Context: an optimization exercise on an open-source flow, tuned for small area and a short achievable clock period. The choices shown serve that exercise and are no tape-out recipe. In this exercise RTL edits were held to simulation tests only and were not proved equivalent to the original. Power and IR drop assume default switching activity.

<file path="flow/config.mk">
export PLATFORM = sky130hd
export DESIGN_NAME = memory_module_param
export DESIGN_NICKNAME = memory_module_param
export VERILOG_FILES = /design/flow/design.v
export SDC_FILE = /design/flow/constraint.sdc
export NUM_CORES = 4
export LEC_CHECK = 0
export CAP_MARGIN = 20
export CORE_MARGIN = 2
export CORE_UTILIZATION = 40
export SLEW_MARGIN = 20
</file>
<file path="flow/constraint.sdc">
create_clock -name core_clock -period 4.0 [get_ports {clock}]
set_input_delay 0.8000 -clock core_clock [delete_from_list [all_inputs] [get_ports {clock}]]
set_output_delay 0.8000 -clock core_clock [all_outputs]
set_load 0.01 [all_outputs]
</file>
<file path="flow/design.v">
package mem_pkg;
  localparam int unsigned DEF_DATA_WIDTH = 32;
  localparam int unsigned DEF_DEPTH      = 64;
  localparam int unsigned DEF_ADDR_WIDTH = 6;
  typedef enum logic [0:0] {
    CLEAR = 1'b0,
    READY = 1'b1
  } state_e;
  function automatic logic byte_parity(input logic [7:0] b);
    byte_parity = ^b;
  endfunction
endpackage
module mem_clear_seq
#(
  parameter int unsigned DEPTH      = mem_pkg::DEF_DEPTH,
  parameter int unsigned ADDR_WIDTH = mem_pkg::DEF_ADDR_WIDTH
) (
  input  logic                  clock,
  input  logic                  reset,
  output logic                  busy,
  output logic                  clrWe,
  output logic [ADDR_WIDTH-1:0] clrAddr
);
  mem_pkg::state_e                state_q, state_d;
  logic [ADDR_WIDTH-1:0] ptr_q, ptr_d;
  logic                  busy_q;
  always_ff @(posedge clock or negedge reset) begin
    if (!reset) begin
      state_q <= mem_pkg::CLEAR;
      ptr_q   <= '0;
      busy_q  <= 1'b1;
    end else begin
      state_q <= state_d;
      ptr_q   <= ptr_d;
      busy_q  <= (state_d == mem_pkg::CLEAR);
    end
  end
  always_comb begin
    state_d = state_q;
    ptr_d   = ptr_q;
    case (state_q)
      mem_pkg::CLEAR: begin
        if (ptr_q == ADDR_WIDTH'(DEPTH - 1)) begin
          state_d = mem_pkg::READY;
          ptr_d   = '0;
        end else begin
          ptr_d = ptr_q + ADDR_WIDTH'(1);
        end
      end
      mem_pkg::READY:   state_d = mem_pkg::READY;
      default: state_d = mem_pkg::CLEAR;
    endcase
  end
  assign busy    = busy_q;
  assign clrWe   = busy_q;
  assign clrAddr = ptr_q;
endmodule
module memory_module_param
#(
  parameter int unsigned DATA_WIDTH = mem_pkg::DEF_DATA_WIDTH,
  parameter int unsigned DEPTH      = mem_pkg::DEF_DEPTH,
  parameter int unsigned ADDR_WIDTH = mem_pkg::DEF_ADDR_WIDTH
) (
  input  logic                    clock,
  input  logic                    reset,
  input  logic [DATA_WIDTH-1:0]   data,
  input  logic [ADDR_WIDTH-1:0]   address,
  input  logic                    rE,
  input  logic                    wE,
  input  logic [DATA_WIDTH/8-1:0] byteEn,
  output logic [DATA_WIDTH-1:0]   dataOut,
  output logic                    dataValid,
  output logic                    busy
);
  localparam int unsigned NB = DATA_WIDTH / 8;
  logic                  clrWe;
  logic [ADDR_WIDTH-1:0] clrAddr;
  logic [DATA_WIDTH-1:0] mem_q [DEPTH];
  logic                  in_range_c;
  logic                  wr_en_c;
  logic [ADDR_WIDTH-1:0] wr_addr_c;
  logic [NB-1:0]         wr_mask_c;
  logic [DATA_WIDTH-1:0] wr_data_c;
  logic [DATA_WIDTH-1:0] wr_word_c;
  logic                  rd_fire_c;
  logic [DATA_WIDTH-1:0] rd_data_c;
  logic [DATA_WIDTH-1:0] dataOut_q;
  logic                  dataValid_q;
  mem_clear_seq #(
    .DEPTH     (DEPTH),
    .ADDR_WIDTH(ADDR_WIDTH)
  ) u_clear_seq (
    .clock  (clock),
    .reset  (reset),
    .busy   (busy),
    .clrWe  (clrWe),
    .clrAddr(clrAddr)
  );
  assign in_range_c = (32'(address) < DEPTH);
  assign rd_fire_c  = rE & ~clrWe;
  assign rd_data_c  = in_range_c ? mem_q[address] : '0;
  always_comb begin
    wr_en_c   = 1'b0;
    wr_addr_c = address;
    wr_mask_c = byteEn;
    wr_data_c = data;
    if (clrWe) begin
      wr_en_c   = 1'b1;
      wr_addr_c = clrAddr;
      wr_mask_c = '1;
      wr_data_c = '0;
    end else if (wE && in_range_c) begin
      wr_en_c = 1'b1;
    end
  end
  always_comb begin
    wr_word_c = mem_q[wr_addr_c];
    for (int i = 0; i < NB; i++) begin
      if (wr_mask_c[i]) wr_word_c[8*i +: 8] = wr_data_c[8*i +: 8];
    end
  end
  always_ff @(posedge clock) begin
    if (wr_en_c) mem_q[wr_addr_c] <= wr_word_c;
  end
  always_ff @(posedge clock or negedge reset) begin
    if (!reset) begin
      dataOut_q   <= '0;
      dataValid_q <= 1'b0;
    end else begin
      dataValid_q <= rd_fire_c;
      if (rd_fire_c) dataOut_q <= rd_data_c;
    end
  end
  assign dataOut   = dataOut_q;
  assign dataValid = dataValid_q;
endmodule
</file>
<file path="flow/run.sh">
#!/bin/bash
# synth_recipe.tcl (not shown) runs the flow's synth.tcl, then flattens the netlist and writes it again
# the make line also repeats each setting of config.mk as NAME=value (left out here)
make -C /OpenROAD-flow-scripts/flow DESIGN_CONFIG=/design/flow/config.mk WORK_HOME=/design/flow/orfs CLKGATE_MAP_FILE= SYNTH_SCRIPT=/design/flow/synth_recipe.tcl finish
</file>
==> results by group, run 1 <==
STA
  • Period utilization: 0.901
  • Max-slew violations: 0
  • # setup viols final: 0
  • Minimum clock period: 3.61 ns
  • Total Neg Setup Slack: 0 ns
  • Final hold vios: 0
  • Normalized max-slew margin: 0.215
  • Clk_skew: 0.0367 ns
  • RSZ-0062 raised after global routing: no
  • Fmax: 0.277 GHz
  • Worst slew pin tran: 1.18 ns
  • Final worst-path setup slack: 0.395 ns

Route
  • TritonRoute pass-1 iters: 5
  • Drt total wl: 204,000 um
  • Wire length per cell: 28.1 um
  • Detailed router's first-iteration violation count: 4,714
  • Detail Route Antenna Nets: 0
  • Total number of vias: 40,800
  • Via density: 5.61
  • # DRC: 0

Logic synthesis
  • EDFF count, synth: 2,048
  • Sequential share of the synthesized area: 0.774
  • YS warnings: 2
  • Synth Instances: 3,952
  • Area leader, netlist: edfxtp_1
  • #FFs+latches synth: 2,089
  • Syn Area/Cell: 20.4 um2
  • Ys async rst share: 0.0196
  • Post-Synthesis Cell Area: 80,800 um2
  • Syn nets: 3,999
  • Top cells by area, synth: edfxtp_1 76%, mux4_2 11%, mux2i_1 3.6%
  • Synth unique cells: 45
  • Dominant synthesized flop cell: edfxtp_1
  • Top cell type's share of synthesized area: 0.762

Power
  • Post-layout total power: 44.1 mW
  • Leak Pwr: 27.2 nW
  • Pwr dens: 467 nW/um2
  • Peak VDD IR: 0.362 mV

Min path
  • Tightest Hold Check Type: primary input to asynchronous set/reset pin

CTS
  • H-tree Lvls: 4
  • Clock Path Buffers: 3
  • Total CTS buffers: 202
  • CTS Sinks: 2,089
  • Post-cts resize count: 0
  • CTS tree: yes
  • Setup bufs post-CTS: 0
  • Root Driver: clkbuf_16
  • Worst-skew pair later-pin latency: 0.83 ns
  • Worst-path clk slew: 0.06 ns

Finish
  • Post-route insts no fill: 7,271
  • Area Overhead vs Synth: 16.9%
  • Nets: 4,490
  • Ratio of cells with drive above 1 in the final layout: 0.260

Placement
  • Hpwl dp: 131,000 um
  • Placed Cells: 6,893
  • Final Wtd Congestion: 0.840
  • Number of I/O port buffers: 79
  • Post-Place Setup Slack: -0.100 ns

Floorplanning
  • Die width: 453 um
  • Starting density of the core: 0.403
  • # rows: 164
  • Die area: 205,000 um2
  • CORE AREA: 200,000 um2
  • Die height: 453 um
  • Total I/O pin count: 80

Status
  • Outcome: timing/DRC/antenna clean

Worst setup path
  • Setup CP Type: flop to output pin
  • Critical path launch point type: flop
  • Worst-path fanout max: 20
  • Slowest cell on crit path: dfstp_4
  • Critical-path cell list: buf_4 -> clkdlybuf4s50_1
  • CP max stage delay: 0.84 ns
  • Crit end category: output pin
  • Crit path arrival time: 2.81 ns
  • Critical Path RT: 3.20 ns

GRT
  • GRT Total Usage: 0.198
  • Initial antenna violation count: 3
  • First-pass GRT wire length: 294,000 um
  • Pin count of the biggest net entering global routing: 71
  • Vias in the first global route: 40,900
  • Remaining Overflow, GRT: 0

Job
  • Max Cap Violations: 0
## layer usage
layer | track usage | up-vias | wire, um
met4 | 0.0561 | 0 | 5520
met2 | 0.331 | 1374 | 102000
met5 | 0 | - | 0
met1 | 0.270 | 21700 | 84600
met3 | 0.0298 | 280 | 11700
li1 | - | 17400 | -
## power by group
part	leakage (nW)	switching, mW	total [mW]	internal (mW)
combinational	8.02	0.756	1.33	0.575
clock	3.23	8.12	19.0	10.8
sequential	16.0	0.0852	23.8	23.7
## cell usage after synthesis (55+ instances only)
| cell | number |
|---|---|
| nor2_1 | 213 |
| nor2b_1 | 69 |
| mux2i_1 | 292 |
| edfxtp_1 | 2048 |
| mux4_2 | 384 |
| nand2_1 | 55 |
| buf_2 | 79 |
| a22oi_1 | 160 |
| o22ai_1 | 64 |
| a211oi_1 | 62 |
| nand3_1 | 91 |
| clkbuf_1 | 122 |
## sequential cells by signal, summed over array words and instances (netlist names)
register             flops
u_clear_seq.ptr_q        6
mem_q                 2048
u_clear_seq.busy_q       1
dataValid_q              1
dataOut_q               32
u_clear_seq.state_q      1
## cells by family after synthesis
logic type,count (synthesis),share of synthesized area
adders and majority gates,1,0.000155
xor gates and xnor gates,2,0.000217
DFF,2089,0.774
buffers and inverters,250,0.0152
and+or+nand+nor,561,0.0332
muxes,679,0.144
AOI/OAI and AO/OA,370,0.0333
## cells in the final DEF, fill, tap and decap left out, types with 32 or more instances in the layout
cell type / netlist / routed
or3_1: 32 / 32
clkinv_1: 0 / 38
a211oi_1: 62 / 62
nor2b_4: 0 / 35
nor2b_1: 69 / 34
buf_4: 14 / 420
clkdlybuf4s50_1: 0 / 75
nand3_1: 91 / 90
nand2_1: 55 / 50
nor2_1: 213 / 211
dfrtp_1: 40 / 40
edfxtp_1: 2048 / 2048
nor3_1: 50 / 49
o22ai_1: 64 / 64
clkbuf_1: 122 / 40
clkinv_2: 0 / 39
a21oi_1: 37 / 37
a221o_1: 32 / 32
mux2i_1: 292 / 291
nand4_1: 33 / 33
a22oi_1: 160 / 160
clkbuf_16: 0 / 205
mux4_2: 384 / 384
## layout make-up
type | instances | area, um2
Sequential cell | 2089 | 62500
Multi-Input combinational cell | 1613 | 17300
Inverter | 4 | 15.0
Fill cell | 16600 | 106000
Clock buffer | 252 | 5380
Timing Repair Buffer | 533 | 4640
Tap cell | 2656 | 3320
Clock inverter | 123 | 1230
Antenna cell | 1 | 2.50
## worst paths after layout
check	from	to	slack (ns)	cells past startpoint
hold reg to reg	u_clear_seq.ptr_q[5]	u_clear_seq.ptr_q[5]	0.53	1
hold / removal	reset	dataValid_q	0.47	2
setup reg to reg	u_clear_seq.busy_q	mem_q[49][0]	0.46	6
min in group core_clock	u_clear_seq.ptr_q[5]	u_clear_seq.ptr_q[5]	0.53	1
max in group asynchronous	reset	u_clear_seq.busy_q	2.72	3
setup / recovery	u_clear_seq.busy_q	busy	0.39	2
## stage by stage
step / instance area, um2 / util / hold slack [ns]
6_report: 94400 / 0.472 / 0.467
5_1_grt: 94400 / 0.472 / 0.451
4_1_cts: 94400 / 0.471 / 0.409
3_5_place_dp: 87800 / 0.438 / 0.514
3_3_place_gp: 87800 / 0.438 / 0.514
2_1_floorplan: 80800 / - / 0.472
## what timing repair did
item | CTS | global route
endpoints found under the setup margin | 0 | 0
hold buffers | 1 | 0
hold endpoints to repair | 9 | 0
## critical path, delay by kind of cell, from the launching register on
kind                   cells  cell delay (ns)
buffers and inverters      2             1.11
DFF                        1             0.84
==> inputs of run 2 (changes only) <==
==> flow/design.v (replaced) <==
package mem_pkg;
  localparam int unsigned DEF_DATA_WIDTH = 32;
  localparam int unsigned DEF_DEPTH      = 64;
  localparam int unsigned DEF_ADDR_WIDTH = 6;
  typedef enum logic [0:0] {
    CLEAR = 1'b0,
    READY = 1'b1
  } state_e;
  function automatic logic byte_parity(input logic [7:0] b);
    byte_parity = ^b;
  endfunction
endpackage
module mem_clear_seq
#(
  parameter int unsigned DEPTH      = mem_pkg::DEF_DEPTH,
  parameter int unsigned ADDR_WIDTH = mem_pkg::DEF_ADDR_WIDTH
) (
  input  logic clock,
  input  logic reset,
  output logic busy,
  output logic clr
);
  logic [ADDR_WIDTH-1:0] cnt_q;
  logic                  last_c;
  logic                  busy_q;
  logic                  done_q;
  assign last_c = (cnt_q == ADDR_WIDTH'(DEPTH - 1));
  always_ff @(posedge clock or negedge reset) begin
    if (!reset) begin
      cnt_q  <= '0;
      busy_q <= 1'b1;
      done_q <= 1'b0;
    end else begin
      cnt_q <= cnt_q + ADDR_WIDTH'(1);
      if (last_c) begin
        busy_q <= 1'b0;
        done_q <= 1'b1;
      end
    end
  end
  assign busy = busy_q;
  assign clr  = ~done_q;
endmodule
module memory_module_param
#(
  parameter int unsigned DATA_WIDTH = mem_pkg::DEF_DATA_WIDTH,
  parameter int unsigned DEPTH      = mem_pkg::DEF_DEPTH,
  parameter int unsigned ADDR_WIDTH = mem_pkg::DEF_ADDR_WIDTH
) (
  input  logic                    clock,
  input  logic                    reset,
  input  logic [DATA_WIDTH-1:0]   data,
  input  logic [ADDR_WIDTH-1:0]   address,
  input  logic                    rE,
  input  logic                    wE,
  input  logic [DATA_WIDTH/8-1:0] byteEn,
  output logic [DATA_WIDTH-1:0]   dataOut,
  output logic                    dataValid,
  output logic                    busy
);
  localparam int unsigned NB = DATA_WIDTH / 8;
  logic                  busy_c;
  logic                  clr_c;
  logic [DATA_WIDTH-1:0] mem_q [DEPTH];
  logic [DATA_WIDTH-1:0] dataOut_q;
  logic                  dataValid_q;
  mem_clear_seq #(
    .DEPTH     (DEPTH),
    .ADDR_WIDTH(ADDR_WIDTH)
  ) u_clear_seq (
    .clock(clock),
    .reset(reset),
    .busy (busy_c),
    .clr  (clr_c)
  );
  logic [NB-1:0]         wen_c [DEPTH];
  logic [DATA_WIDTH-1:0] wdata_c;
  always_comb begin
    for (int w = 0; w < DEPTH; w++) begin
      for (int b = 0; b < NB; b++) begin
        wen_c[w][b] = clr_c | (wE & (address == ADDR_WIDTH'(w)) & byteEn[b]);
      end
    end
    wdata_c = clr_c ? '0 : data;
  end
  always_ff @(posedge clock) begin
    for (int w = 0; w < DEPTH; w++) begin
      for (int b = 0; b < NB; b++) begin
        if (wen_c[w][b]) mem_q[w][8*b +: 8] <= wdata_c[8*b +: 8];
      end
    end
  end
  always_ff @(posedge clock) begin
    dataOut_q <= mem_q[address];
  end
  always_ff @(posedge clock or negedge reset) begin
    if (!reset) dataValid_q <= 1'b0;
    else        dataValid_q <= rE & ~clr_c;
  end
  assign dataOut   = dataOut_q;
  assign dataValid = dataValid_q;
  assign busy      = busy_c;
endmodule
==> run 2 against run 1 <==
  * Final cell count grew 11%
  * Total power is essentially flat
  * Combinational power shrank 45%
  * Cell area is essentially flat
  * Via count grew 34%
  * Hold slack lost 0.27 ns
  * Synthesized cell count grew 19%
  * First-iteration DRC count grew 150%
==> results by group, run 2 <==
GRT
  • Remaining Overflow, GRT: 0 (unchanged)
  • GRT Total Usage: 0.339 (+0.141)
  • Pin count of the biggest net entering global routing: 65 (-8.5%)
  • Vias in the first global route: 50,000 (+22%)
  • First-pass GRT wire length: 450,000 um (+53%)
  • Initial antenna violation count: 23 (+20)

Route
  • Wire length per cell: 42.6 um (+52%)
  • Detail Route Antenna Nets: 0 (unchanged)
  • Detailed router's first-iteration violation count: 11,600 (+150%)
  • Via density: 6.78 (+21%)
  • Total number of vias: 54,600 (+34%)
  • Drt total wl: 343,000 um (+68%)
  • # DRC: 0 (unchanged)
  • TritonRoute pass-1 iters: 7 (+2)

Logic synthesis
  • Top-count cell post-synth: edfxtp_1
  • Ys async rst share: 0.00431 (-0.0153)
  • Synth unique cells: 67 (+49%)
  • EDFF count, synth: 2,048 (unchanged)
  • #FFs+latches synth: 2,089 (unchanged)
  • Syn nets: 4,752 (+19%)
  • Commonest cells post-synth: 2,048 x edfxtp_1, 738 x a22oi_1, 424 x nand2_1
  • YS warnings: 4 (+2)
  • Area leader, netlist: edfxtp_1
  • Top cell type's share of synthesized area: 0.786 (+0.0246)
  • Sequential share of the synthesized area: 0.797 (+0.0230)
  • Post-Synthesis Cell Area: 78,200 um2 (-3.1%)
  • Syn Area/Cell: 16.6 um2 (-19%)
  • Dominant synthesized flop cell: edfxtp_1
  • Top cells by area, synth: edfxtp_1 79%, a22oi_1 7.1%, nand2_1 2.0%
  • Synth Instances: 4,705 (+19%)

Finish
  • Commonest non-fill, non-tap cells in the layout: 2,048 x edfxtp_1, 738 x a22oi_1, 529 x buf_4
  • Largest registers: mem_q: 2048 flops, dataOut_q: 32 flops, u_clear_seq.cnt_q: 6 flops
  • Ratio of cells with drive above 1 in the final layout: 0.200 (-0.0595)
  • Register area: 62,400 um2 (-0.26%)
  • Utilization after layout: 0.486 (+0.0142)
  • Area Overhead vs Synth: 20.8%
  • Biggest register: mem_q
  • Largest register FFs: 2,048 (unchanged)
  • Nets: 5,355 (+19%)
  • Filler cells: 16,300 (-2.1%)
  • Post-route insts no fill: 8,045 (+11%)
  • Multi-input gate area: 15,000 um2 (-13%)
  • Commonest non-fill, non-tap cell in the layout: edfxtp_1

Worst setup path
  • Critical-path cell list: buf_2 -> buf_4 -> nand4b_2 -> nor2_4 -> buf_12 -> a2111oi_0 -> buf_4 -> nand3_1 -> nor4_1 -> buf_4 -> a31oi_1
  • FF-to-FF setup slack: 0.92 ns (+0.46 ns)
  • Critical path launch point type: primary input
  • Critical Path RT: 4.73 ns (+1.53 ns)
  • Crit path arrival time: 4.33 ns (+1.52 ns)
  • CP max stage delay: 0.92 ns (+0.08 ns)
  • Most frequent CP cell: buf_4
  • Setup CP Type: primary input to flop
  • Slowest cell on crit path: a2111oi_0
  • Worst-path fanout max: 26 (+30%)
  • Crit end category: flop
  • Cell count of the worst reg-to-reg path: 2 (-4)
  • Worst flop-to-flop path startpoint: u_clear_seq.done_q
  • R2r endpoint: mem_q[12][20]
  • Critical path launch point: address[1]

STA
  • Normalized max-slew margin: 0.172 (-0.0431)
  • Clk_skew: 0.0364 ns (-0.000368 ns)
  • Minimum clock period: 3.60 ns (-0.00508 ns)
  • Worst slew pin tran: 1.24 ns (+0.0617 ns)
  • Final worst-path setup slack: 0.400 ns (+0.00508 ns)
  • WHS: 0.192 ns (-0.275 ns)
  • Period utilization: 0.900 (-0.00127)
  • # setup viols final: 0 (unchanged)
  • Max-slew violations: 0 (unchanged)
  • RSZ-0062 raised after global routing: no
  • Final hold vios: 0 (unchanged)
  • Fmax: 0.278 GHz (+0.14%)

CTS
  • Post-cts resize count: 0 (unchanged)
  • Root Driver: clkbuf_16
  • Worst-skew pair later-pin latency: 0.90 ns (+0.07 ns)
  • Clock Path Buffers: 3 (unchanged)
  • CTS tree: yes
  • CTS Hold Bufs: 0 (-1)
  • CTS Sinks: 2,089 (unchanged)
  • Worst-path clk slew: 0.07 ns (about the same)
  • Setup bufs post-CTS: 0 (unchanged)
  • H-tree Lvls: 4 (unchanged)
  • Total CTS buffers: 205 (+1.5%)

Placement
  • Placed Cells: 7,642 (+11%)
  • Number of I/O port buffers: 79 (unchanged)
  • Post-Place Setup Slack: -0.396 ns (-0.296 ns)
  • Final Wtd Congestion: 1.04 (+24%)
  • Hpwl dp: 224,000 um (+71%)

Floorplanning
  • CORE AREA: 195,000 um2 (-2.8%)
  • Total I/O pin count: 80 (unchanged)
  • Die width: 446 um (-1.6%)
  • # rows: 162 (-1.2%)
  • Starting density of the core: 0.402 (-0.00120)
  • Die height: 446 um (-1.6%)
  • Die area: 199,000 um2 (-3.1%)

Job
  • Max Cap Violations: 0 (unchanged)

Power
  • Pwr dens: 466 nW/um2 (about the same)
  • Leak Pwr: 37.2 nW (+37%)
  • Peak VDD IR: 0.433 mV (+20%)

Min path
  • Tightest Hold Check Type: primary input to asynchronous set/reset pin

Status
  • Outcome: timing/DRC/antenna clean
-- run 2: report_power, final --
part           total, mW  switching [mW]  internal, mW  leakage, nW
Combinational      0.735           0.544         0.191         8.27
Clock               19.7            8.59          11.1         3.30
Sequential          23.7         0.00397          23.6         25.6
Total               44.1            9.14          34.9         37.2
-- run 2: worst max-delay path, delay by kind of cell --
| family | cells | cell delay [ns] |
|---|---|---|
| buffers and inverters | 5 | 1.29 |
| and+or+nand+nor | 4 | 1.16 |
| AOI/OAI and AO/OA | 2 | 1.03 |
-- run 2: through the flow --
stage	setup TNS [ns]	cell area, um2	power, mW
after floorplan	0	78200	24.4
after global placement	-1.74	87700	24.8
after detailed placement	-1.38	87700	24.8
after CTS	0	94500	44.0
after global routing	0	94500	44.8
final	0	94500	44.1
-- run 2: metal layers --
| layer | up-vias | GRT usage | routed length, um |
|---|---|---|---|
| met3 | 1155 | 0.109 | 52900 |
| met5 | - | 0 | 98 |
| met4 | 14 | 0.208 | 25500 |
| li1 | 20400 | - | - |
| met1 | 27500 | 0.439 | 117000 |
| met2 | 5448 | 0.495 | 147000 |
-- run 2: worst max path at each step --
stage	endpoint	slack, ns
3_3_place_gp	dataOut_q[12]	-0.61
3_5_place_dp	dataOut_q[12]	-0.40
4_1_cts	dataOut_q[12]	0.52
5_1_grt	dataOut_q[12]	0.42
6_report	dataOut_q[12]	0.40
2_1_floorplan	mem_q[1][0]	0.86
-- run 2: cell type report --
type                    instances  share of cell area
clock inverters               108              0.0127
diodes                         19            0.000503
multi-input cells            2282               0.159
inverters                       1           0.0000397
well taps                    2542              0.0337
flip-flops and latches       2089               0.660
clock buffers                 275              0.0591
repair buffers                729              0.0754
-- run 2: logic make-up (layout without fill, tap and decap cells) --
group | count (synthesis) | count (layout) | synth area share
fa+ha+maj | 1 | 1 | 0.000160
xor+xnor | 4 | 4 | 0.000448
flops | 2089 | 2089 | 0.797
buf+inv | 334 | 1113 | 0.0185
compound gates | 994 | 994 | 0.0976
simple gates | 1247 | 1247 | 0.0813
mux | 36 | 36 | 0.00480
other cells | 0 | 19 | 0
==> inputs of run 3 (changes only) <==
--- a/flow/design.v
+++ b/flow/design.v
@@ -73,25 +73,63 @@
     .busy (busy_c),
     .clr  (clr_c)
   );
-  logic [NB-1:0]         wen_c [DEPTH];
-  logic [DATA_WIDTH-1:0] wdata_c;
+  logic [7:0]  pa_c, pb_c;
+  logic [63:0] sel_n_c;
+  logic [63:0] sel_c;
   always_comb begin
-    for (int w = 0; w < DEPTH; w++) begin
-      for (int b = 0; b < NB; b++) begin
-        wen_c[w][b] = clr_c | (wE & (address == ADDR_WIDTH'(w)) & byteEn[b]);
-      end
+    for (int k = 0; k < 8; k++) begin
+      pa_c[k] = (address[2:0] == 3'(k));
+      pb_c[k] = (address[5:3] == 3'(k));
     end
-    wdata_c = clr_c ? '0 : data;
   end
-  always_ff @(posedge clock) begin
-    for (int w = 0; w < DEPTH; w++) begin
-      for (int b = 0; b < NB; b++) begin
-        if (wen_c[w][b]) mem_q[w][8*b +: 8] <= wdata_c[8*b +: 8];
+  for (genvar w = 0; w < 64; w++) begin : g_sel
+    mem_nand2 u_seln (.a(pa_c[w%8]), .b(pb_c[w/8]), .y(sel_n_c[w]));
+    mem_inv   u_sel  (.a(sel_n_c[w]), .y(sel_c[w]));
+  end
+  logic [NB-1:0] be_c;
+  logic [NB-1:0] be_n_c;
+  always_comb begin
+    for (int b = 0; b < NB; b++) begin
+      be_c[b]   = wE & byteEn[b] & ~clr_c;
+      be_n_c[b] = ~be_c[b];
+    end
+  end
+  for (genvar w = 0; w < 64; w++) begin : g_word
+    for (genvar b = 0; b < NB; b++) begin : g_byte
+      logic wen_c, hold_c;
+      mem_nor2  u_wen  (.a(sel_n_c[w]), .b(be_n_c[b]), .y(wen_c));
+      assign hold_c = ~((sel_c[w] & be_c[b]) | clr_c);
+      for (genvar j = 0; j < 8; j++) begin : g_bit
+        logic d_c;
+        mem_bit_sel u_sel (
+          .a1(wen_c),
+          .a2(data[8*b+j]),
+          .b1(hold_c),
+          .b2(mem_q[w][8*b+j]),
+          .y (d_c)
+        );
+        always_ff @(posedge clock) mem_q[w][8*b+j] <= d_c;
       end
     end
   end
+  logic [DATA_WIDTH-1:0] rd_c;
+  for (genvar i = 0; i < DATA_WIDTH; i++) begin : g_rd
+    logic [31:0] p_n;
+    logic [7:0]  q_c;
+    logic [3:0]  r_n;
+    for (genvar g = 0; g < 32; g++) begin : g_grp
+      assign p_n[g] = ~((sel_c[2*g] & mem_q[2*g][i]) | (sel_c[2*g+1] & mem_q[2*g+1][i]));
+    end
+    for (genvar k = 0; k < 8; k++) begin : g_q
+      mem_nand4 u_q (.a(p_n[4*k]), .b(p_n[4*k+1]), .c(p_n[4*k+2]), .d(p_n[4*k+3]), .y(q_c[k]));
+    end
+    for (genvar k = 0; k < 4; k++) begin : g_r
+      mem_nor2 u_r (.a(q_c[2*k]), .b(q_c[2*k+1]), .y(r_n[k]));
+    end
+    mem_nand4 u_rd (.a(r_n[0]), .b(r_n[1]), .c(r_n[2]), .d(r_n[3]), .y(rd_c[i]));
+  end
   always_ff @(posedge clock) begin
-    dataOut_q <= mem_q[address];
+    dataOut_q <= rd_c;
   end
   always_ff @(posedge clock or negedge reset) begin
     if (!reset) dataValid_q <= 1'b0;
@@ -101,3 +139,39 @@
   assign dataValid = dataValid_q;
   assign busy      = busy_c;
 endmodule
+module mem_bit_sel (
+  input  logic a1, a2, b1, b2,
+  output logic y
+);
+  assign y = (a1 & a2) | (b1 & b2);
+endmodule
+module mem_a21oi (
+  input  logic a1, a2, b1,
+  output logic y
+);
+  assign y = ~((a1 & a2) | b1);
+endmodule
+module mem_inv (
+  input  logic a,
+  output logic y
+);
+  assign y = ~a;
+endmodule
+module mem_nand2 (
+  input  logic a, b,
+  output logic y
+);
+  assign y = ~(a & b);
+endmodule
+module mem_nand4 (
+  input  logic a, b, c, d,
+  output logic y
+);
+  assign y = ~(a & b & c & d);
+endmodule
+module mem_nor2 (
+  input  logic a, b,
+  output logic y
+);
+  assign y = ~(a | b);
+endmodule
--- a/flow/config.mk
+++ b/flow/config.mk
@@ -8,4 +8,13 @@
 export CAP_MARGIN = 20
 export CORE_MARGIN = 2
 export CORE_UTILIZATION = 40
+export CTS_BUF_LIST = sky130_fd_sc_hd__clkbuf_16
+export CTS_CLUSTER_DIAMETER = 60
+export CTS_CLUSTER_SIZE = 24
+export GPL_TIMING_DRIVEN = 0
+export PLACE_DENSITY = 0.5
+export SETUP_SLACK_MARGIN = 1.9
 export SLEW_MARGIN = 20
+export SYNTH_HIERARCHICAL = 1
+export SYNTH_MINIMUM_KEEP_SIZE = 0
+export TNS_END_PERCENT = 20
==> run 3 against run 2 <==
  * Sequential cell count did not move
  * Combinational power up 71%
  * First-iteration DRC count decreased by 43%
  * Synthesized area fell by 4.1%
  * Sequential share of layout area fell by 20 points
  * Utilization grew 0.47 points
  * Critical path depth stayed put
  * Largest power group unchanged
  * Clock power fell by 11%
  * Still clean
  * Maximum frequency rose by 33%
  * Non-clock buffer count decreased by 95
  * Setup slack improved by 0.89 ns
  * Die area shrank 4.1%
==> results by group, run 3 <==
Logic synthesis
  • EDFF count, synth: 0 (-100%)
  • Top-count cell post-synth: dfxtp_1
  • Synth Instances: 6,595 (+40%)
  • #FFs+latches synth: 2,089 (unchanged)
  • Syn nets: 6,642 (+40%)
  • YS warnings: 10 (+6)
  • Top cell type's share of synthesized area: 0.555 (-0.231)
  • Commonest cells post-synth: 2,080 x dfxtp_1, 2,048 x a22o_1, 1,024 x a22oi_1
  • Area leader, netlist: dfxtp_1
  • Syn Area/Cell: 11.4 um2 (-32%)
  • Top cells by area, synth: dfxtp_1 56%, a22o_1 24%, a22oi_1 10%
  • Sequential share of the synthesized area: 0.558 (-0.239)
  • Dominant synthesized flop cell: dfxtp_1
  • Ys async rst share: 0.00431 (unchanged)
  • Post-Synthesis Cell Area: 75,000 um2 (-4.1%)
  • Synth unique cells: 27 (-60%)

Placement
  • Placed Cells: 9,210 (+21%)
  • Post-Place Setup Slack: -1.47 ns (-1.07 ns)
  • Final Wtd Congestion: 0.879 (-15%)
  • Hpwl dp: 216,000 um (-3.7%)
  • Number of I/O port buffers: 74 (-6.3%)

Route
  • # DRC: 0 (unchanged)
  • Top sig layer: met5
  • Detailed router's first-iteration violation count: 6,667 (-43%)
  • DR WL met3: 21,200 um (-60%)
  • Routed met1 length: 135,000 um (+15%)
  • Wire length per cell: 31.5 um (-26%)
  • Total number of vias: 63,400 (+16%)
  • Detail Route Antenna Nets: 0 (unchanged)
  • Via density: 6.55 (-3.4%)
  • TritonRoute pass-1 iters: 6 (-1)
  • Met2 WL: 137,000 um (-6.9%)
  • Drt total wl: 305,000 um (-11%)

STA
  • Fmax: 0.368 GHz (+33%)
  • WHS: 0.326 ns (+0.135 ns)
  • Period utilization: 0.679 (-0.221)
  • Final hold vios: 0 (unchanged)
  • # setup viols final: 0 (unchanged)
  • Final worst-path setup slack: 1.29 ns (+0.886 ns)
  • Normalized max-slew margin: 0.250 (+0.0784)
  • Clk_skew: 0.0263 ns (-0.0100 ns)
  • Worst slew pin tran: 1.12 ns (-0.120 ns)
  • Max-slew violations: 0 (unchanged)
  • RSZ-0062 raised after global routing: yes
  • Minimum clock period: 2.71 ns (-0.886 ns)
  • Total Neg Setup Slack: 0 ns (unchanged)

Worst setup path
  • Slowest cell on crit path: nand4_1
  • Worst-path fanout max: 8 (-69%)
  • Cell count of the worst reg-to-reg path: 9 (+7)
  • Buf/Inv on CP: 5 (unchanged)
  • Worst flop-to-flop path startpoint: u_clear_seq.done_q
  • Most frequent CP cell: nand4_1
  • Critical Path RT: 4.63 ns (-0.10 ns)
  • R2r endpoint: mem_q[29][25]
  • Setup CP Type: primary input to flop
  • Crit end category: flop
  • CP max stage delay: 0.56 ns (-0.36 ns)
  • FF-to-FF setup slack: 1.73 ns (+0.81 ns)
  • Critical path launch point type: primary input
  • Top delay family on crit path: simple AND/OR/NAND/NOR gates
  • Crit path arrival time: 3.34 ns (-0.99 ns)
  • Critical-path cell list: buf_16 -> and3b_4 -> nand2_8 -> inv_4 -> buf_6 -> buf_8 -> buf_4 -> a22oi_1 -> nand4_1 -> nor2_1 -> nand4_1

Finish
  • Post-route insts no fill: 9,666 (+20%)
  • Nets: 7,094 (+32%)
  • Filler cells: 16,800 (+2.8%)
  • Area Overhead vs Synth: 21.5%
  • Ratio of cells with drive above 1 in the final layout: 0.190 (-0.0100)
  • Biggest register: mem_q
  • Largest registers: mem_q: 2048 flops, dataOut_q: 32 flops, u_clear_seq.cnt_q: 6 flops
  • Commonest non-fill, non-tap cell in the layout: dfxtp_1
  • Commonest non-fill, non-tap cells in the layout: 2,068 x dfxtp_1, 2,048 x a22o_1, 839 x a22oi_1
  • Largest register FFs: 2,048 (unchanged)

CTS
  • H-tree Lvls: 4 (unchanged)
  • CTS Sinks: 2,089 (unchanged)
  • Worst-skew pair later-pin latency: 0.85 ns (-0.05 ns)
  • Root Driver: clkbuf_16
  • CTS tree: yes
  • Total CTS buffers: 158 (-23%)
  • CTS Hold Bufs: 0 (unchanged)
  • Worst-path clk slew: 0.08 ns (about the same)
  • Clock Path Buffers: 3 (unchanged)

Floorplanning
  • Total I/O pin count: 80 (unchanged)
  • CORE AREA: 186,000 um2 (-4.5%)
  • Die width: 437 um (-2.1%)
  • # rows: 158 (-2.5%)
  • Die area: 191,000 um2 (-4.1%)
  • Die height: 437 um (-2.1%)
  • Starting density of the core: 0.404 (+0.00162)

Power
  • Leak Pwr: 34.0 nW (-8.6%)
  • Peak VDD IR: 0.356 mV (-18%)
  • Pwr dens: 434 nW/um2 (-7.0%)

GRT
  • Initial antenna violation count: 9 (-61%)
  • Remaining Overflow, GRT: 0 (unchanged)
  • Pin count of the biggest net entering global routing: 49 (-25%)
  • First-pass GRT wire length: 434,000 um (-3.5%)
  • Vias in the first global route: 60,400 (+21%)
  • GRT Total Usage: 0.305 (-0.0339)

Status
  • Outcome: timing/DRC/antenna clean

Min path
  • Tightest Hold Check Type: primary input to asynchronous set/reset pin

Job
  • Max Cap Violations: 0 (unchanged)
run 3: cell count changes in the layout (fill, tap and decap cells not counted), moves of 185 or more:
cell,change
edfxtp_1,-2048
dfxtp_1,+2036
a22o_1,+1983
nand2_1,-420
buf_4,-339
nand3_1,-234
a31oi_1,+223
a22oi_2,+185
run 3: worst max-delay path by stage:
stage               startpoint            end  slack (ns)  cells after the start
floorplan            byteEn[1]  mem_q[50][10]        0.79                      5
global placement    address[2]  dataOut_q[20]       -3.50                     10
detailed placement  address[5]  dataOut_q[12]       -1.47                     10
CTS                 address[3]  dataOut_q[12]        1.43                     10
global route        address[3]  dataOut_q[21]        1.40                     10
finish              address[3]  dataOut_q[18]        1.29                     11
run 3: area by class of cell:
type,instances,area [um2],area share
clock buffers,164,4100,0.0450
clock inverters,129,1490,0.0164
repair buffers,292,3420,0.0375
plain buffers,342,2950,0.0324
diodes,6,15.0,0.000165
inverters,66,258,0.00283
multi-input cells,4098,33900,0.372
well taps,2480,3100,0.0340
flip-flops and latches,2089,41900,0.460
run 3: logic make-up (layout without fill, tap and decap cells):
kind of cell	count (synthesis)	in the layout	synth area share
other	0	6	0
AND/OR/NAND/NOR	765	765	0.0491
flip-flops	2089	2089	0.558
buffers and inverters	408	993	0.0291
XOR/XNOR	4	4	0.000467
adder cells (fa/ha/maj)	1	1	0.000167
AO/OA/AOI/OAI	3328	3328	0.363
run 3: repair_timing:
item / 4_1_cts / 5_1_grt
resized for setup: 651 / 552
setup endpoints to repair: 2114 / 2097
setup buffers: 85 / 66
cloned: 1 / 5
pin swaps: 147 / 169
run 3: layer usage:
metal,up-vias,track usage
met5,-,0
met3,501,0.0475
met4,4,0.109
met1,32100,0.427
met2,2783,0.475
li1,28000,-
run 3: report_power, final:
group	switching, mW	internal, mW	leakage, nW
Clock	8.72	8.76	2.71
Combinational	0.973	0.292	14.4
Sequential	0	20.8	16.9
Total	9.69	29.8	34.0
run 3: modules after synthesis (local to each module, per instance), a selection:
module | flip-flops and latches | cells inside | cell area, um2
mem_nand2 | 0 | 1 | 3.75
mem_bit_sel | 0 | 1 | 8.76
memory_module_param | 2081 | 3724 | 53000
mem_nor2 | 0 | 1 | 3.75
mem_inv | 0 | 1 | 3.75
mem_nand4 | 0 | 1 | 6.26
run 3: metrics by stage:
stage	utilization	power, mW	cell area [um2]
after floorplan	-	21.5	75000
after global placement	0.424	22.2	78900
after detailed placement	0.430	22.3	79900
after CTS	0.477	39.7	88600
after global routing	0.490	40.6	91100
final	0.490	39.5	91100
==> inputs of run 4 (changes only) <==
--- a/flow/config.mk
+++ b/flow/config.mk
@@ -13,8 +13,8 @@
 export CTS_CLUSTER_SIZE = 24
 export GPL_TIMING_DRIVEN = 0
 export PLACE_DENSITY = 0.5
-export SETUP_SLACK_MARGIN = 1.9
+export SETUP_SLACK_MARGIN = 2.0
 export SLEW_MARGIN = 20
 export SYNTH_HIERARCHICAL = 1
 export SYNTH_MINIMUM_KEEP_SIZE = 0
-export TNS_END_PERCENT = 20
+export TNS_END_PERCENT = 5
==> run 4 against run 3 <==
  * Still clean on timing, DRC and antenna
  * Via count rose by 0.22%
  * Register-to-register slack got worse by 0.09 ns
  * Combinational power barely moved
  * Clock power barely moved
  * Global-route usage fell by 0.23 points
  * Sequential share of layout area rose by 0.37 points
  * Count of clock-buffer cells in the layout fell by 2
  * Total power fell by 0.84%
  * Non-clock buffer count fell by 19
  * Largest cell class unchanged
  * Largest power group unchanged
==> results by group, run 4 <==
Status
  • Outcome: timing/DRC/antenna clean

Power
  • Combinational power share: 0.032 (about the same)
  • Clock power frac: 0.438 (-0.004)
  • Pint: 29.6 mW (-0.88%)
  • Pwr dens: 434 nW/um2 (about the same)
  • Post-layout total power: 39.2 mW (-0.84%)
  • Leak Pwr: 33.7 nW (-0.88%)
  • Total net switching power: 9.63 mW (-0.70%)
  • Peak VDD IR: 0.380 mV (+6.5%)
  • Switching share of power: 0.246 (+0.000324)
  • Sequential share of power: 0.530 (+0.004)

Logic synthesis
  • #FFs+latches synth: 2,089 (unchanged)
  • Dominant synthesized flop cell: dfxtp_1
  • Sequential share of the synthesized area: 0.558 (unchanged)
  • Synth unique cells: 27 (unchanged)
  • Synth Instances: 6,595 (unchanged)
  • Top cells by area, synth: dfxtp_1 56%, a22o_1 24%, a22oi_1 10%
  • Post-Synthesis Cell Area: 75,000 um2 (unchanged)
  • YS warnings: 10 (unchanged)
  • Top-count cell post-synth: dfxtp_1
  • Commonest cells post-synth: 2,080 x dfxtp_1, 2,048 x a22o_1, 1,024 x a22oi_1
  • Syn nets: 6,642 (unchanged)
  • Area leader, netlist: dfxtp_1
  • Ys async rst share: 0.00431 (unchanged)
  • EDFF count, synth: 0 (unchanged)
  • Syn Area/Cell: 11.4 um2 (unchanged)
  • Top cell type's share of synthesized area: 0.555 (unchanged)

Min path
  • Tightest Hold Check Type: primary input to asynchronous set/reset pin

Finish
  • Biggest register: mem_q
  • Ratio of cells with drive above 1 in the final layout: 0.180 (-0.0107)
  • Area Overhead vs Synth: 20.5%
  • Final instance area: 90,400 um2 (-0.83%)
  • Nets: 7,073 (-0.30%)
  • Commonest non-fill, non-tap cell in the layout: dfxtp_1
  • Largest registers: mem_q: 2048 flops, dataOut_q: 32 flops, u_clear_seq.cnt_q: 6 flops
  • Largest register FFs: 2,048 (unchanged)
  • Commonest non-fill, non-tap cells in the layout: 2,079 x dfxtp_1, 2,048 x a22o_1, 823 x a22oi_1
  • Post-route insts no fill: 9,644 (-0.23%)

GRT
  • Remaining Overflow, GRT: 0 (unchanged)
  • Initial antenna violation count: 11 (+2)
  • Pin count of the biggest net entering global routing: 47 (-4.1%)
  • Vias in the first global route: 60,700 (+0.51%)
  • First-pass GRT wire length: 431,000 um (-0.69%)
  • GRT Total Usage: 0.303 (-0.00227)

Floorplanning
  • CORE AREA: 186,000 um2 (unchanged)
  • Die width: 437 um (unchanged)
  • Starting density of the core: 0.404 (unchanged)
  • Die height: 437 um (unchanged)
  • # rows: 158 (unchanged)
  • Total I/O pin count: 80 (unchanged)
  • Die area: 191,000 um2 (unchanged)

Route
  • Detailed router's first-iteration violation count: 7,285 (+9.3%)
  • Detail Route Antenna Nets: 0 (unchanged)
  • Via density: 6.58 (+0.45%)
  • Drt total wl: 304,000 um (-0.16%)
  • TritonRoute pass-1 iters: 6 (unchanged)
  • Wire length per cell: 31.6 um (about the same)
  • # DRC: 0 (unchanged)
  • Total number of vias: 63,500 (+0.22%)

CTS
  • Root Driver: clkbuf_16
  • CTS Sinks: 2,089 (unchanged)
  • CTS Hold Bufs: 0 (unchanged)
  • Worst-path clk slew: 0.08 ns (about the same)
  • H-tree Lvls: 4 (unchanged)
  • Worst-skew pair later-pin latency: 0.85 ns (about the same)
  • Total CTS buffers: 156 (-1.3%)
  • CTS tree: yes
  • Clock Path Buffers: 3 (unchanged)

STA
  • Worst slew pin tran: 1.11 ns (-0.0140 ns)
  • Period utilization: 0.721 (+0.0420)
  • RSZ-0062 raised after global routing: yes
  • # setup viols final: 0 (unchanged)
  • Normalized max-slew margin: 0.260 (+0.00941)
  • Max-slew violations: 0 (unchanged)
  • Fmax: 0.347 GHz (-5.8%)
  • Minimum clock period: 2.88 ns (+0.168 ns)
  • Clk_skew: 0.0346 ns (+0.00822 ns)
  • Total Neg Setup Slack: 0 ns (unchanged)
  • Final worst-path setup slack: 1.12 ns (-0.168 ns)
  • Final hold vios: 0 (unchanged)

Placement
  • Number of I/O port buffers: 74 (unchanged)
  • Hpwl dp: 216,000 um (about the same)
  • Placed inst area: 79,900 um2 (about the same)
  • Final Wtd Congestion: 0.871 (-0.91%)
  • Placed Cells: 9,209 (-0.011%)
  • Post-Place Setup Slack: -1.48 ns (-0.0131 ns)

Worst setup path
  • Critical path launch point: address[3]
  • CP max stage delay: 0.54 ns (-0.02 ns)
  • Critical path launch point type: primary input
  • Critical-path cell list: buf_12 -> buf_12 -> and3b_4 -> nand2_8 -> inv_1 -> buf_6 -> buf_8 -> a22oi_1 -> nand4_1 -> nor2_1 -> nand4_1
  • Cell count of the worst reg-to-reg path: 9 (unchanged)
  • Critical Path RT: 4.54 ns (-0.09 ns)
  • Crit path arrival time: 3.42 ns (+0.08 ns)
  • Crit end category: flop
  • Worst flop-to-flop path startpoint: u_clear_seq.done_q
  • Worst-path fanout max: 10 (+2)
  • Setup CP Type: primary input to flop
  • Slowest cell on crit path: nand4_1

Job
  • Max Cap Violations: 0 (unchanged)
[run 4: cell counts after synthesis]
No cell type changed its count.
[run 4: layout make-up]
type | count | area, um2
Tap cell | 2480 | 3100
Timing Repair Buffer | 273 | 3280
Multi-Input combinational cell | 4098 | 33700
Clock inverter | 127 | 1370
Clock buffer | 162 | 4050
Buffer | 342 | 2740
Antenna cell | 7 | 17.5
Sequential cell | 2089 | 41900
Inverter | 66 | 258
Fill cell | 16700 | 95400
[run 4: layer usage]
metal	vias up	routed length [um]	GRT usage	part of all wire
li1	28000	-	-	-
met1	32300	134000	0.416	0.44
met2	2718	138000	0.472	0.45
met3	529	20200	0.0464	0.066
met4	2	12400	0.126	0.041
met5	-	12	0	0.000039
[run 4: per-stage QoR]
step                hold slack (ns)  utilization
detailed placement            0.449        0.430
global route                  0.323        0.486
finish                        0.323        0.486
CTS                           0.267        0.472
global placement              0.444        0.424
floorplan                     0.426            -
[run 4: final timing paths]
kind / to / slack [ns]
worst max-delay path: dataOut_q[21] / 1.12
worst min register to register: u_clear_seq.cnt_q[5] / 0.47
min in group core_clock: u_clear_seq.cnt_q[5] / 0.47
worst min-delay path: u_clear_seq.done_q / 0.32
worst max register to register: mem_q[61][29] / 1.64
max in group asynchronous: dataValid_q / 3.30
[run 4: power by group through the flow]
stage	Sequential, mW	Clock [mW]	Combinational [mW]
2_1_floorplan	21.3	0	0.205
3_3_place_gp	21.3	0	0.976
3_5_place_dp	21.3	0	1.06
4_1_cts	20.8	17.4	1.15
5_1_grt	20.8	18.2	1.26
6_report	20.8	17.2	1.25
[run 4: kinds of logic (layout without fill, tap and decap cells)]
logic type                 after synthesis  after routing  share of synthesized area
other                                    0              7                          0
DFF                                   2089           2089                      0.558
adders and majority gates                1              1                   0.000167
buffers and inverters                  408            970                     0.0291
xor gates and xnor gates                 4              4                   0.000467
AOI/OAI and AO/OA                     3328           3328                      0.363
and+or+nand+nor                        765            765                     0.0491
[run 4: modules after synthesis (local to each module, per instance), a selection]
module	area (um2)	copies in the design	cells	flip-flops and latches
memory_module_param	53000	1	3724	2081
mem_bit_sel	8.76	2048	1	0
mem_nand4	6.26	288	1	0
mem_inv	3.75	64	1	0
mem_nand2	3.75	64	1	0
mem_nor2	3.75	384	1	0
[run 4: worst max-delay path: cells and delay by family]
| kind | cells | cell delay, ns |
|---|---|---|
| AOI/OAI and AO/OA | 1 | 0.16 |
| buffers and inverters | 5 | 0.61 |
| and+or+nand+nor | 5 | 1.80 |
[run 4: timing repair]
item | in CTS | in global routing
resized for setup | 539 | 490
setup buffers | 61 | 70
endpoints found under the setup margin | 2114 | 2114
pin swaps | 117 | 188
cloned | 0 | 8
==> inputs of run 5 (changes only) <==
--- a/flow/design.v
+++ b/flow/design.v
@@ -73,18 +73,14 @@
     .busy (busy_c),
     .clr  (clr_c)
   );
-  logic [7:0]  pa_c, pb_c;
-  logic [63:0] sel_n_c;
-  logic [63:0] sel_c;
-  always_comb begin
-    for (int k = 0; k < 8; k++) begin
-      pa_c[k] = (address[2:0] == 3'(k));
-      pb_c[k] = (address[5:3] == 3'(k));
-    end
-  end
-  for (genvar w = 0; w < 64; w++) begin : g_sel
-    mem_nand2 u_seln (.a(pa_c[w%8]), .b(pb_c[w/8]), .y(sel_n_c[w]));
-    mem_inv   u_sel  (.a(sel_n_c[w]), .y(sel_c[w]));
+  logic [63:0] sel_c   [NB];
+  logic [63:0] sel_n_c [NB];
+  for (genvar b = 0; b < NB; b++) begin : g_dec
+    mem_word_dec u_dec (
+      .address(address),
+      .sel    (sel_c[b]),
+      .sel_n  (sel_n_c[b])
+    );
   end
   logic [NB-1:0] be_c;
   logic [NB-1:0] be_n_c;
@@ -97,8 +93,8 @@
   for (genvar w = 0; w < 64; w++) begin : g_word
     for (genvar b = 0; b < NB; b++) begin : g_byte
       logic wen_c, hold_c;
-      mem_nor2  u_wen  (.a(sel_n_c[w]), .b(be_n_c[b]), .y(wen_c));
-      assign hold_c = ~((sel_c[w] & be_c[b]) | clr_c);
+      mem_nor2  u_wen  (.a(sel_n_c[b][w]), .b(be_n_c[b]), .y(wen_c));
+      assign hold_c = ~((sel_c[b][w] & be_c[b]) | clr_c);
       for (genvar j = 0; j < 8; j++) begin : g_bit
         logic d_c;
         mem_bit_sel u_sel (
@@ -118,7 +114,7 @@
     logic [7:0]  q_c;
     logic [3:0]  r_n;
     for (genvar g = 0; g < 32; g++) begin : g_grp
-      assign p_n[g] = ~((sel_c[2*g] & mem_q[2*g][i]) | (sel_c[2*g+1] & mem_q[2*g+1][i]));
+      assign p_n[g] = ~((sel_c[i/8][2*g] & mem_q[2*g][i]) | (sel_c[i/8][2*g+1] & mem_q[2*g+1][i]));
     end
     for (genvar k = 0; k < 8; k++) begin : g_q
       mem_nand4 u_q (.a(p_n[4*k]), .b(p_n[4*k+1]), .c(p_n[4*k+2]), .d(p_n[4*k+3]), .y(q_c[k]));
@@ -138,6 +134,23 @@
   assign dataOut   = dataOut_q;
   assign dataValid = dataValid_q;
   assign busy      = busy_c;
+endmodule
+module mem_word_dec (
+  input  logic [5:0]  address,
+  output logic [63:0] sel,
+  output logic [63:0] sel_n
+);
+  logic [7:0] pa, pb;
+  always_comb begin
+    for (int k = 0; k < 8; k++) begin
+      pa[k] = (address[2:0] == 3'(k));
+      pb[k] = (address[5:3] == 3'(k));
+    end
+  end
+  for (genvar w = 0; w < 64; w++) begin : g_sel
+    mem_nand2 u_seln (.a(pa[w%8]), .b(pb[w/8]), .y(sel_n[w]));
+    mem_inv   u_sel  (.a(sel_n[w]), .y(sel[w]));
+  end
 endmodule
 module mem_bit_sel (
   input  logic a1, a2, b1, b2,
--- a/flow/config.mk
+++ b/flow/config.mk
@@ -13,8 +13,8 @@
 export CTS_CLUSTER_SIZE = 24
 export GPL_TIMING_DRIVEN = 0
 export PLACE_DENSITY = 0.5
-export SETUP_SLACK_MARGIN = 2.0
+export SETUP_SLACK_MARGIN = 1.9
 export SLEW_MARGIN = 20
 export SYNTH_HIERARCHICAL = 1
 export SYNTH_MINIMUM_KEEP_SIZE = 0
-export TNS_END_PERCENT = 5
+export TNS_END_PERCENT = 20
==> run 5 against run 4 <==
  * Sequential cell count is the same
  * Synthesized cell count grew 6.6%
  * Count of clock-buffer cells in the layout increased by 6
  * Still clean on timing, DRC and antenna
  * Via count up 1.3%
  * Routed wire length decreased by 3.9%
==> results by group, run 5 <==
Status
  • Outcome: timing/DRC/antenna clean

Logic synthesis
  • Commonest cells post-synth: 2,080 x dfxtp_1, 2,048 x a22o_1, 1,024 x a22oi_1
  • Synth Area in Simple Gates: 0.0618 (+0.0127)
  • Post-synthesis mux area share: 0 (unchanged)
  • Top-count cell post-synth: dfxtp_1
  • Synth unique cells: 31 (+15%)
  • Syn nets: 7,074 (+6.5%)
  • XOR/XNOR Fraction of Synth Area: 0.000451 (-0.0000165)
  • Syn Area/Cell: 11.1 um2 (-2.7%)
  • Dominant synthesized flop cell: dfxtp_1
  • Synth Area in Adders: 0.000161 (-0.00000591)
  • Top cell type's share of synthesized area: 0.535 (-0.0197)
  • Sequential share of the synthesized area: 0.538 (-0.0198)
  • #FFs+latches synth: 2,089 (unchanged)
  • Post-Synthesis Cell Area: 77,800 um2 (+3.7%)
  • YS warnings: 13 (+3)
  • Synth Area in Compound Gates: 0.365 (+0.00210)
  • Area leader, netlist: dfxtp_1
  • EDFF count, synth: 0 (unchanged)
  • Synth Instances: 7,027 (+6.6%)
  • Top cells by area, synth: dfxtp_1 54%, a22o_1 23%, a22oi_1 9.9%
  • Ys async rst share: 0.00431 (unchanged)
  • Largest family of logic cells by synthesized area: compound AO/OA/AOI/OAI gates

STA
  • Worst slew pin tran: 0.922 ns (-0.183 ns)
  • Normalized max-slew margin: 0.382 (+0.123)
  • Clk_skew: 0.0290 ns (-0.00561 ns)
  • Final worst-path setup slack: 1.73 ns (+0.617 ns)
  • Fmax: 0.441 GHz (+27%)
  • Minimum clock period: 2.27 ns (-0.617 ns)
  • Max-slew violations: 0 (unchanged)
  • Period utilization: 0.566 (-0.154)
  • # setup viols final: 0 (unchanged)
  • Final hold vios: 0 (unchanged)
  • RSZ-0062 raised after global routing: yes
  • WHS: 0.257 ns (-0.0659 ns)

Worst setup path
  • Setup CP Type: flop to output pin
  • Crit end category: output pin
  • FF-to-FF setup slack: 1.75 ns (+0.11 ns)
  • Critical-path cell list: clkdlybuf4s15_1
  • CP max stage delay: 0.38 ns (-0.16 ns)
  • Crit path arrival time: 1.47 ns (-1.95 ns)
  • R2r endpoint: mem_q[50][3]
  • Slowest cell on crit path: dfxtp_2
  • Buf/Inv on CP: 1 (-4)
  • Top delay family on crit path: flip-flops
  • Critical Path RT: 3.20 ns (-1.34 ns)
  • Cell count of the worst reg-to-reg path: 9 (unchanged)
  • Worst-path fanout max: 1 (-9)
  • Worst flop-to-flop path startpoint: u_clear_seq.done_q
  • Critical path launch point type: flop

Finish
  • Largest register FFs: 2,048 (unchanged)
  • Area Overhead vs Synth: 18.5%
  • Register area: 41,900 um2 (about the same)
  • Filler cells: 17,500 (+4.8%)
  • Biggest register: mem_q
  • Largest registers: mem_q: 2048 flops, dataOut_q: 32 flops, u_clear_seq.cnt_q: 6 flops
  • Ratio of cells with drive above 1 in the final layout: 0.181 (+0.00111)
  • Commonest non-fill, non-tap cells in the layout: 2,058 x dfxtp_1, 2,048 x a22o_1, 851 x a22oi_1
  • Utilization after layout: 0.478 (-0.00826)
  • Commonest non-fill, non-tap cell in the layout: dfxtp_1
  • Nets: 7,462 (+5.5%)
  • Final instance area: 92,200 um2 (+2.0%)
  • Multi-input gate area: 35,500 um2 (+5.4%)

Placement
  • Placed inst area: 83,000 um2 (+3.9%)
  • Post-Place Setup Slack: 0.102 ns (+1.58 ns)
  • Final Wtd Congestion: 0.863 (-0.88%)
  • Hpwl dp: 185,000 um (-14%)
  • Number of I/O port buffers: 74 (unchanged)

GRT
  • Remaining Overflow, GRT: 0 (unchanged)
  • Pin count of the biggest net entering global routing: 48 (+2.1%)
  • Vias in the first global route: 61,000 (+0.45%)
  • First-pass GRT wire length: 426,000 um (-1.3%)
  • GRT Total Usage: 0.283 (-0.0196)
  • Initial antenna violation count: 8 (-3)

Floorplanning
  • Total I/O pin count: 80 (unchanged)
  • Die width: 445 um (+1.8%)
  • CORE AREA: 193,000 um2 (+3.7%)
  • Starting density of the core: 0.403 (about the same)
  • Die height: 445 um (+1.8%)
  • Die area: 198,000 um2 (+3.6%)
  • # rows: 161 (+1.9%)

Power
  • Post-layout total power: 39.4 mW (+0.45%)
  • Leak Pwr: 35.0 nW (+3.7%)
  • Pwr dens: 427 nW/um2 (-1.5%)
  • Peak VDD IR: 0.465 mV (+22%)

Route
  • Drt total wl: 292,000 um (-3.9%)
  • TritonRoute pass-1 iters: 6 (unchanged)
  • Total number of vias: 64,400 (+1.3%)
  • Detailed router's first-iteration violation count: 6,809 (-6.5%)
  • # DRC: 0 (unchanged)
  • Wire length per cell: 29.0 um (-8.1%)
  • Detail Route Antenna Nets: 0 (unchanged)
  • Via density: 6.38 (-3.1%)

CTS
  • Total CTS buffers: 159 (+1.9%)
  • Worst-path clk slew: 0.08 ns (about the same)
  • Worst-skew pair later-pin latency: 0.84 ns (about the same)
  • Root Driver: clkbuf_16
  • CTS Sinks: 2,089 (unchanged)
  • Clock Path Buffers: 3 (unchanged)
  • H-tree Lvls: 4 (unchanged)
  • CTS tree: yes
  • CTS Hold Bufs: 0 (unchanged)

Min path
  • Tightest Hold Check Type: primary input to asynchronous set/reset pin

Job
  • Max Cap Violations: 0 (unchanged)
==> run 5: logic make-up (layout without fill, tap and decap cells) <==
group | count (synthesis) | count (layout)
simple gates | 1005 | 1005
other cells | 0 | 7
buf+inv | 600 | 1123
xor+xnor | 4 | 4
fa+ha+maj | 1 | 1
flops | 2089 | 2089
compound gates | 3328 | 3328
==> run 5: worst max-delay path by stage <==
stage | to | cells past startpoint | from
after floorplan | mem_q[62][16] | 6 | wE
after global placement | dataOut_q[17] | 9 | address[3]
after detailed placement | mem_q[26][2] | 8 | address[1]
after CTS | busy | 1 | u_clear_seq.busy_q
after global routing | mem_q[51][16] | 9 | u_clear_seq.done_q
final | dataOut[13] | 1 | dataOut_q[13]
==> run 5: timing repair <==
item,CTS,global route
endpoints found under the setup margin,2114,1972
pin swaps,27,68
resized for setup,392,609
cloned,10,2
setup buffers,44,21
==> run 5: power by group <==
group / switching, mW / internal (mW)
Combinational: 1.12 / 0.336
Clock: 8.50 / 8.64
Sequential: 0 / 20.8
Total: 9.62 / 29.7
==> run 5: area by class of cell <==
| type | count | area share |
|---|---|---|
| Buffer | 342 | 0.0216 |
| Clock buffer | 168 | 0.0456 |
| Clock inverter | 128 | 0.0138 |
| Timing Repair Buffer | 227 | 0.0343 |
| Antenna cell | 7 | 0.000190 |
| Tap cell | 2526 | 0.0343 |
| Inverter | 258 | 0.0105 |
| Sequential cell | 2089 | 0.455 |
| Multi-Input combinational cell | 4338 | 0.385 |
==> run 5: Yosys stat by module (local to each module, per instance), excerpt <==
module,flip-flops and latches,cell area (um2),times used,cells inside
mem_nand2,0,3.75,256,1
mem_nand4,0,6.26,288,1
mem_bit_sel,0,8.76,2048,1
mem_inv,0,3.75,256,1
mem_word_dec,0,130,4,16
memory_module_param,2081,53800,1,3708
mem_nor2,0,3.75,384,1
==> run 5: metrics by stage <==
stage | TNS [ns] | std cells
after floorplan | 0 | 7027
after detailed placement | 0 | 9703
after global routing | 0 | 10100
after global placement | -4202.72 | 9627
after CTS | 0 | 10100
final | 0 | 10100
==> run 5: layer usage <==
metal,vias up,global-route usage,part of all wire
met5,-,0,0.000051
met4,2,0.0972,0.035
met3,445,0.0437,0.073
li1,29100,-,-
met2,2683,0.413,0.42
met1,32100,0.422,0.47
==> inputs of run 6 (changes only) <==
--- a/flow/config.mk
+++ b/flow/config.mk
@@ -7,12 +7,12 @@
 export LEC_CHECK = 0
 export CAP_MARGIN = 20
 export CORE_MARGIN = 2
-export CORE_UTILIZATION = 40
+export CORE_UTILIZATION = 50
 export CTS_BUF_LIST = sky130_fd_sc_hd__clkbuf_16
 export CTS_CLUSTER_DIAMETER = 60
 export CTS_CLUSTER_SIZE = 24
 export GPL_TIMING_DRIVEN = 0
-export PLACE_DENSITY = 0.5
+export PLACE_DENSITY = 0.6
 export SETUP_SLACK_MARGIN = 1.9
 export SLEW_MARGIN = 20
 export SYNTH_HIERARCHICAL = 1
==> run 6 against run 5 <==
  * Still clean
  * Non-clock buffer count is 6 lower
  * Utilization is 11 points higher
  * Count of clock-buffer cells in the layout is 13 lower
  * Total power is 2.3% lower
  * Cell area is 1.7% lower
  * Die area is 20% lower
  * Final cell count is 5.2% lower
  * Critical path depth is 10 higher
  * Combinational power is 3% lower
  * Sequential power hardly changed
  * Hold slack better by 0.022 ns
  * Largest cell class unchanged
  * Highest routed layer is now met4
==> results by group, run 6 <==
Finish
  • Final instance area: 90,600 um2 (-1.7%)
  • Largest register FFs: 2,048 (unchanged)
  • Area Overhead vs Synth: 16.5%
  • Commonest non-fill, non-tap cells in the layout: 2,070 x dfxtp_1, 2,048 x a22o_1, 892 x a22oi_1
  • Biggest register: mem_q
  • Commonest non-fill, non-tap cell in the layout: dfxtp_1
  • Largest registers: mem_q: 2048 flops, dataOut_q: 32 flops, u_clear_seq.cnt_q: 6 flops
  • Ratio of cells with drive above 1 in the final layout: 0.173 (-0.00741)
  • Nets: 7,442 (-0.27%)

Worst setup path
  • Setup CP Type: primary input to flop
  • Cell count of the worst reg-to-reg path: 8 (-1)
  • Critical path launch point type: primary input
  • Critical Path RT: 4.60 ns (+1.40 ns)
  • Worst flop-to-flop path startpoint: u_clear_seq.done_q
  • Buf/Inv on CP: 5 (+4)
  • Crit path arrival time: 2.88 ns (+1.41 ns)
  • R2r endpoint: mem_q[36][29]
  • Slowest cell on crit path: a22oi_1
  • CP max stage delay: 0.28 ns (-0.10 ns)
  • Top delay family on crit path: simple AND/OR/NAND/NOR gates
  • Crit end category: flop
  • Critical-path cell list: buf_16 -> buf_16 -> nor3b_4 -> buf_4 -> nand2_1 -> inv_1 -> clkbuf_2 -> a22oi_1 -> nand4_1 -> nor2_2 -> nand4_1
  • FF-to-FF setup slack: 1.82 ns (+0.07 ns)
  • Worst-path fanout max: 11 (+10)

STA
  • Max-slew violations: 0 (unchanged)
  • RSZ-0062 raised after global routing: yes
  • Normalized max-slew margin: 0.461 (+0.0786)
  • Fmax: 0.438 GHz (-0.78%)
  • # setup viols final: 0 (unchanged)
  • WHS: 0.280 ns (+0.0225 ns)
  • Worst slew pin tran: 0.805 ns (-0.117 ns)
  • Final hold vios: 0 (unchanged)
  • Clk_skew: 0.0243 ns (-0.00467 ns)
  • Period utilization: 0.571 (+0.00448)
  • Minimum clock period: 2.28 ns (+0.0179 ns)

Job
  • Max Cap Violations: 0 (unchanged)

GRT
  • Initial antenna violation count: 7 (-1)
  • First-pass GRT wire length: 401,000 um (-5.9%)
  • Vias in the first global route: 60,000 (-1.6%)
  • GRT Total Usage: 0.330 (+0.0465)
  • Pin count of the biggest net entering global routing: 52 (+8.3%)
  • Remaining Overflow, GRT: 0 (unchanged)

Floorplanning
  • Die height: 398 um (-10%)
  • Die area: 159,000 um2 (-20%)
  • CORE AREA: 154,000 um2 (-20%)
  • Die width: 398 um (-10%)
  • Total I/O pin count: 80 (unchanged)
  • Starting density of the core: 0.504 (+0.101)
  • # rows: 144 (-11%)

Logic synthesis
  • Area leader, netlist: dfxtp_1
  • #FFs+latches synth: 2,089 (unchanged)
  • Top cell type's share of synthesized area: 0.535 (unchanged)
  • Sequential share of the synthesized area: 0.538 (unchanged)
  • Syn Area/Cell: 11.1 um2 (unchanged)
  • YS warnings: 13 (unchanged)
  • Synth Instances: 7,027 (unchanged)
  • Commonest cells post-synth: 2,080 x dfxtp_1, 2,048 x a22o_1, 1,024 x a22oi_1
  • Ys async rst share: 0.00431 (unchanged)
  • Post-Synthesis Cell Area: 77,800 um2 (unchanged)
  • Top cells by area, synth: dfxtp_1 54%, a22o_1 23%, a22oi_1 9.9%
  • Dominant synthesized flop cell: dfxtp_1
  • Top-count cell post-synth: dfxtp_1
  • EDFF count, synth: 0 (unchanged)
  • Synth unique cells: 31 (unchanged)
  • Syn nets: 7,074 (unchanged)

Power
  • Peak VDD IR: 0.457 mV (-1.7%)
  • Post-layout total power: 38.5 mW (-2.3%)
  • Leak Pwr: 34.6 nW (-0.94%)
  • Pwr dens: 425 nW/um2 (-0.54%)

CTS
  • CTS Hold Bufs: 0 (unchanged)
  • H-tree Lvls: 4 (unchanged)
  • CTS Sinks: 2,089 (unchanged)
  • Worst-path clk slew: 0.08 ns (about the same)
  • Clock Path Buffers: 3 (unchanged)
  • Worst-skew pair later-pin latency: 0.81 ns (-0.03 ns)
  • Total CTS buffers: 145 (-8.8%)
  • CTS tree: yes
  • Root Driver: clkbuf_16

Min path
  • Tightest Hold Check Type: primary input to asynchronous set/reset pin

Route
  • Via density: 6.74 (+5.6%)
  • Total number of vias: 64,400 (+0.11%)
  • TritonRoute pass-1 iters: 8 (+2)
  • # DRC: 0 (unchanged)
  • Detailed router's first-iteration violation count: 8,543 (+25%)
  • Wire length per cell: 28.7 um (-0.94%)
  • Drt total wl: 275,000 um (-6.1%)
  • Detail Route Antenna Nets: 0 (unchanged)

Placement
  • Placed inst area: 82,300 um2 (-0.79%)
  • Number of I/O port buffers: 74 (unchanged)
  • Final Wtd Congestion: 0.888 (+2.8%)
  • Hpwl dp: 172,000 um (-7.1%)

Status
  • Outcome: timing/DRC/antenna clean
run 6: cell counts after synthesis:
No cell type changed its count.
run 6: cell type report:
type	instances	area, um2
antenna	1	2.50
buffer	342	1940
clock buffer	155	3880
clock inverter	112	1230
fill	13000	63700
inverter	258	968
multi-input combinational	4338	35200
sequential	2089	41900
tap	2044	2560
timing repair buffer	221	2930
run 6: Yosys stat by module (local to each module, per instance), a selection:
module / cells / times used / cell area [um2] / flops+latches
mem_bit_sel: 1 / 2048 / 8.76 / 0
mem_inv: 1 / 256 / 3.75 / 0
mem_nand2: 1 / 256 / 3.75 / 0
mem_nand4: 1 / 288 / 6.26 / 0
mem_nor2: 1 / 384 / 3.75 / 0
mem_word_dec: 16 / 4 / 130 / 0
memory_module_param: 3708 / 1 / 53800 / 2081
run 6: stage by stage:
step,utilization,std cells,setup WS (ns),TNS (ns)
final,0.587,9560,1.72,0
after global routing,0.587,9559,1.72,0
after CTS,0.577,9532,1.72,0
after detailed placement,0.534,9217,0.0817,0
after global placement,0.526,9145,-2.21,-3672.47
after floorplan,-,7027,0.779,0
run 6: worst max-delay path by stage:
stage / startpoint / to / depth (start not counted)
final: address[4] / dataOut_q[7] / 11
after global routing: u_clear_seq.busy_q / busy / 1
after CTS: u_clear_seq.busy_q / busy / 1
after detailed placement: address[2] / dataOut_q[13] / 10
after global placement: address[3] / dataOut_q[9] / 9
after floorplan: wE / mem_q[62][16] / 6
run 6: repair_timing:
item	CTS	global route
endpoints found under the setup margin	2114	2034
hold endpoints to repair	0	0
resized for setup	388	443
gates cloned	2	7
buffers inserted	46	20
pin swaps	23	35
run 6: layer usage:
layer / share of wire / up-vias / GRT usage / wire, um
met5: 0 / - / 0 / 0
met4: 0.038 / 0 / 0.115 / 10500
met3: 0.085 / 507 / 0.0525 / 23400
met2: 0.43 / 3139 / 0.483 / 118000
met1: 0.45 / 31800 / 0.490 / 123000
li1: - / 29000 / - / -
run 6: power by group:
part           leakage, nW  internal, mW  switching, mW
logic                 15.3         0.328           1.08
registers             16.9          20.8              0
clock network         2.49          8.04           8.25
total                 34.6          29.1           9.33
run 6: cells by family after synthesis:
family                     count (synthesis)  synth area share
and+or+nand+nor                         1005            0.0618
adders and majority gates                  1          0.000161
AOI/OAI and AO/OA                       3328             0.365
DFF                                     2089             0.538
xor gates and xnor gates                   4          0.000451
buffers and inverters                    600            0.0341

re-timing with driven ports:
Ports are ideal in the flow. The routed layouts listed here were re-timed in OpenROAD.
Step 1 sets driving cells, clkbuf_16 on the clock port and buf_2 on the other inputs (assumed; they add their load-dependent delay and slew).
Step 2 times the ports against the registers' clock, not the clock port: input delays grow and output delays shrink by t, the midpoint of the rising clock arrivals with the driver on.
Three values: ideal, step 1, step 2; two values: the first two.
| run | t, ns | setup slack, ns |
|---|---|---|
| run 1 | 0.903 | 0.395 / 0.308 / -0.245 |
| run 2 | 0.978 | 0.400 / 0.354 / -0.624 |
| run 3 | 0.917 | 1.285 / 1.290 / 0.373 |
| run 4 | 0.917 | 1.117 / 1.136 / 0.219 |
| run 5 | 0.917 | 1.735 / 1.632 / 0.715 |
| run 6 | 0.879 | 1.717 / 1.645 / 0.766 |
With both steps, setup timing fails in run 1 and run 2, where it was met with ideal ports.
